Background: an optimization exercise with open tools, aiming at small area. Do not read the settings as production practice.
Power and IR drop assume default switching activity. The flow treats the clock pin as an ideal source, which a real chip does not have.

==> module sha1_core, before the edit <==
module sha1_core (
	input  logic           clk,
	input  logic           reset,
	input  logic           start,
	input  logic [511:0]   block,
	output logic           busy,
	output logic           done,
	output logic [159:0]   hash
);
	localparam logic [31:0] iv0 = 32'h67452301;
	localparam logic [31:0] iv1 = 32'hEFCDAB89;
	localparam logic [31:0] iv2 = 32'h98BADCFE;
	localparam logic [31:0] iv3 = 32'h10325476;
	localparam logic [31:0] iv4 = 32'hC3D2E1F0;
	localparam logic [31:0] k0  = 32'h5A827999;
	localparam logic [31:0] k1  = 32'h6ED9EBA1;
	localparam logic [31:0] k2  = 32'h8F1BBCDC;
	localparam logic [31:0] k3  = 32'hCA62C1D6;
	localparam logic [2:0] ph_load = 3'd7;
	logic         accept;
	logic         j;
	logic [4:0]   sub;
	logic [2:0]   ph;
	logic         pseudo;
	logic         pre;
	logic         post;
	logic         wrap;
	logic         last;
	assign accept = start & ~busy;
	assign pseudo = ph[2];
	assign pre    = ph[2] & ph[0];
	assign post   = ph[2] & ~ph[0];
	assign wrap   = pseudo ? (sub == 5'd4) : (sub == 5'd19);
	assign last   = post & wrap & j;
	always_ff @(posedge clk)
	begin
		if (accept)
		begin
			j   <= 1'b0;
			sub <= 5'd0;
			ph  <= ph_load;
		end
		else
		begin
			j <= ~j;
			if (j)
			begin
				sub <= wrap ? 5'd0 : sub + 5'd1;
				ph  <= wrap ? ph + 3'd1 : ph;
			end
		end
	end
	always_ff @(posedge clk)
	begin
		if (reset)
		begin
			busy <= 1'b0;
			done <= 1'b0;
		end
		else
		begin
			done <= busy & last;
			if (accept)
				busy <= 1'b1;
			else if (last)
				busy <= 1'b0;
		end
	end
	logic        e_rot;
	logic        e_unrot;
	logic        expand;
	logic [1:0]  grp;
	logic [31:0] kw;
	logic [15:0] kd;
	assign grp     = ph[1:0];
	assign expand  = ~ph[2] & (ph[1] | ph[0] | sub[4]);
	assign e_unrot = post & (sub[2] | (sub[1] & sub[0]));
	assign e_rot   = ~pre & ~e_unrot;
	always_comb
	begin
		if (pseudo)
			case (sub[2:0])
				3'd0:    kw = pre ? {iv4[29:0], iv4[31:30]} : iv4;
				3'd1:    kw = pre ? {iv3[29:0], iv3[31:30]} : iv3;
				3'd2:    kw = pre ? {iv2[29:0], iv2[31:30]} : iv2;
				3'd3:    kw = iv1;
				default: kw = iv0;
			endcase
		else
			case (grp)
				2'd0:    kw = k0;
				2'd1:    kw = k1;
				2'd2:    kw = k2;
				default: kw = k3;
			endcase
	end
	assign kd = j ? kw[31:16] : kw[15:0];
	logic [161:0] ws;
	logic [15:0]  dg [0:9];
	logic [1:0]   d10;
	always_comb
	begin
		for (int i = 0; i < 10; i++)
			dg[i] = ws[159 - 16*i -: 16];
	end
	assign d10 = ws[161:160];
	logic [15:0] op_a;
	logic [15:0] op_b;
	logic [15:0] op_c;
	logic [15:0] op_d;
	logic [15:0] op_e;
	logic [15:0] op_f;
	logic [15:0] op_w;
	logic [15:0] t_d;
	assign op_a = {dg[1][10:0], j ? dg[2][15:11] : dg[0][15:11]};
	assign op_b = dg[3];
	assign op_c = {j ? dg[6][1:0] : dg[4][1:0], dg[5][15:2]};
	assign op_d = {j ? dg[8][1:0] : dg[6][1:0], dg[7][15:2]};
	always_comb
	begin
		if (e_rot)
			op_e = {j ? d10 : dg[8][1:0], dg[9][15:2]};
		else if (e_unrot)
			op_e = dg[9];
		else
			op_e = 16'd0;
	end
	always_comb
	begin
		case (grp)
			2'd0:    op_f = (op_b & op_c) | (~op_b & op_d);
			2'd2:    op_f = (op_b & op_c) | (op_b & op_d) | (op_c & op_d);
			default: op_f = op_b ^ op_c ^ op_d;
		endcase
	end
	logic [511:0] ss;
	logic [15:0]  sd [0:31];
	logic         pol;
	logic [15:0]  xb;
	logic         xtop;
	logic         xsave;
	logic [15:0]  wx;
	logic [15:0]  ring_in;
	logic [15:0]  wd;
	always_comb
	begin
		for (int i = 0; i < 32; i++)
			sd[i] = ss[16*i +: 16];
	end
	assign pol = ~j;
	assign xb   = sd[5] ^ sd[15] ^ sd[27] ^ sd[31];
	assign xtop = j ? xsave : (sd[4][15] ^ sd[14][15] ^ sd[26][15] ^ sd[30][15]);
	assign wx   = {xb[14:0], xtop};
	assign ring_in = expand ? (wx ^ {16{pol}}) : sd[31];
	assign wd      = ring_in ^ {16{pol}};
	assign op_w    = wd;
	always_ff @(posedge clk)
		xsave <= xb[15];
	logic [511:0] ss_load;
	always_comb
	begin
		for (int k = 0; k < 16; k++)
		begin
			ss_load[16*((53 - 2*k) % 32) +: 16] = block[(15 - k)*32 +: 16];
			ss_load[16*((52 - 2*k) % 32) +: 16] = block[(15 - k)*32 + 16 +: 16];
		end
	end
	always_ff @(posedge clk)
		ss <= ~(({512{~accept}} | ss_load) & ({512{~busy}} | {ss[495:0], ring_in}));
	logic [3:0]  cy;
	logic [3:0]  cin;
	logic [15:0] s1, c1, s2, c2, s3, c3;
	logic [16:0] rc;
	assign cin = j ? cy : 4'd0;
	logic [15:0] s1g, c1g;
	always_comb for (int i = 0; i < 16; i++) {c1[i], s1[i]} = {1'b0, op_a[i]} + {1'b0, op_f[i]} + {1'b0, op_w[i]};
	assign s1g = pseudo ? 16'd0 : s1;
	assign c1g = pseudo ? 16'd0 : c1;
	logic [15:0] c1s;
	assign c1s = {c1g[14:0], cin[0]};
	always_comb for (int i = 0; i < 16; i++) {c2[i], s2[i]} = {1'b0, s1g[i]} + {1'b0, c1s[i]} + {1'b0, op_e[i]};
	logic [15:0] c2s;
	assign c2s = {c2[14:0], cin[1]};
	always_comb for (int i = 0; i < 16; i++) {c3[i], s3[i]} = {1'b0, s2[i]} + {1'b0, c2s[i]} + {1'b0, kd[i]};
	logic [15:0] c3s;
	assign c3s = {c3[14:0], cin[2]};
	always_comb
	begin
		rc[0] = cin[3];
		for (int i = 0; i < 16; i++)
		begin
			{rc[i + 1], t_d[i]} = {1'b0, s3[i]} + {1'b0, c3s[i]} + {1'b0, rc[i]};
		end
	end
	always_ff @(posedge clk)
	begin
		cy <= {rc[16], c3[15], c2[15], c1g[15]};
		ws <= {ws[1:0], t_d, ws[159:16]};
	end
	assign hash = ws[159:0];
endmodule
export LEC_CHECK = 0
export CAP_MARGIN = 20
export CORE_MARGIN = 2
export CORE_UTILIZATION = 52
export SLEW_MARGIN = 20
create_clock -name core_clock -period 10.0 [get_ports {clk}]
standard.sh (not shown) runs the stock make flow with config.mk's settings and CLKGATE_MAP_FILE= SYNTH_SCRIPT=/design/flow/synth_recipe.tcl, a recipe that flattens the netlist after the stock synthesis.
==> flow/flow/run.sh <==
#!/bin/bash
# Standard layout, with plain buf_1 cells as the port buffers and a clock
# tree of larger sink clusters without dummy loads.
set -euo pipefail
export BUFFER_PORTS_ARGS="-buffer_cell sky130_fd_sc_hd__buf_1"
export CTS_ARGS="$(cat flow/cts_args.txt)"
bash standard.sh > standard_flow.log 2>&1
==> flow/flow/cts_args.txt <==
-sink_clustering_enable -repair_clock_nets -dont_use_dummy_load -sink_clustering_size 30 -sink_clustering_max_diameter 200 -buf_list sky130_fd_sc_hd__clkbuf_16
The baseline went through all stages and came out clean.
Change:
--- a/flow/design.v
+++ b/flow/design.v
@@ -33,13 +33,13 @@
 	assign pre    = ph[2] & ph[0];
 	assign post   = ph[2] & ~ph[0];
 	assign wrap   = pseudo ? (sub == 5'd4) : (sub == 5'd19);
 	assign last   = post & wrap & j;
 	always_ff @(posedge clk)
 	begin
-		if (accept)
+		if (!busy)
 		begin
 			j   <= 1'b0;
 			sub <= 5'd0;
 			ph  <= ph_load;
 		end
 		else
@@ -124,20 +124,21 @@
 			op_e = {j ? d10 : dg[8][1:0], dg[9][15:2]};
 		else if (e_unrot)
 			op_e = dg[9];
 		else
 			op_e = 16'd0;
 	end
-	always_comb
-	begin
-		case (grp)
-			2'd0:    op_f = (op_b & op_c) | (~op_b & op_d);
-			2'd2:    op_f = (op_b & op_c) | (op_b & op_d) | (op_c & op_d);
-			default: op_f = op_b ^ op_c ^ op_d;
-		endcase
-	end
+	logic f_ch;
+	logic f_maj;
+	logic f_par;
+	assign f_ch  = (grp == 2'd0);
+	assign f_maj = (grp == 2'd2);
+	assign f_par = grp[0];
+	assign op_f = ({16{f_ch}} & ((op_b & op_c) | (~op_b & op_d)))
+		| ({16{f_maj}} & ((op_b & op_c) | (op_b & op_d) | (op_c & op_d)))
+		| ({16{f_par}} & (op_b ^ op_c ^ op_d));
 	logic [511:0] ss;
 	logic [15:0]  sd [0:31];
 	logic         pol;
 	logic [15:0]  xb;
 	logic         xtop;
 	logic         xsave;
@@ -150,13 +151,13 @@
 			sd[i] = ss[16*i +: 16];
 	end
 	assign pol = ~j;
 	assign xb   = sd[5] ^ sd[15] ^ sd[27] ^ sd[31];
 	assign xtop = j ? xsave : (sd[4][15] ^ sd[14][15] ^ sd[26][15] ^ sd[30][15]);
 	assign wx   = {xb[14:0], xtop};
-	assign ring_in = expand ? (wx ^ {16{pol}}) : sd[31];
+	assign ring_in = ({16{expand}} & (wx ^ {16{pol}})) | ({16{~expand}} & sd[31]);
 	assign wd      = ring_in ^ {16{pol}};
 	assign op_w    = wd;
 	always_ff @(posedge clk)
 		xsave <= xb[15];
 	logic [511:0] ss_load;
 	always_comb
Effect:
- The new run finished clean
- total power fell by 22%
- wire length fell by 0.86%
- critical path depth does not change
- clock power stays flat
- worst hold slack got worse by 0.0071 ns
- die area barely changes
- setup slack degrades by 0.039 ns
- flip-flop and latch count is unchanged
- final area hardly moves
- synthesized area is about the same
Function was not checked in any run of this note: the RTL went through the layout flow alone.

-- separate check: timing with driven ports --
The flow's constraints put no driver on any port. The routed layouts listed below were extracted and timed again, unchanged, in two steps. Step 1, drivers: a clkbuf_16 drives clk and a buf_2 each remaining input, both assumed. Step 2 also shifts input and output timing later by t, the mid clock arrival at the registers, as if the neighbouring blocks saw the same clock. a / b / c = no drivers / after step 1 / after step 2; a / b = the first two.
run	t (ns)	setup WS [ns]	hold WS [ns]	worst data-port slew with drivers (ns)	cell pins on the clock port's net
the first run	0.649	0.406 / 0.406 / 0.406	0.352 / 0.352 / 0.352	0.14	1
the second run	0.660	0.367 / 0.367 / 0.367	0.345 / 0.345 / 0.345	0.16	1
After both steps setup and hold are still met in every run listed.
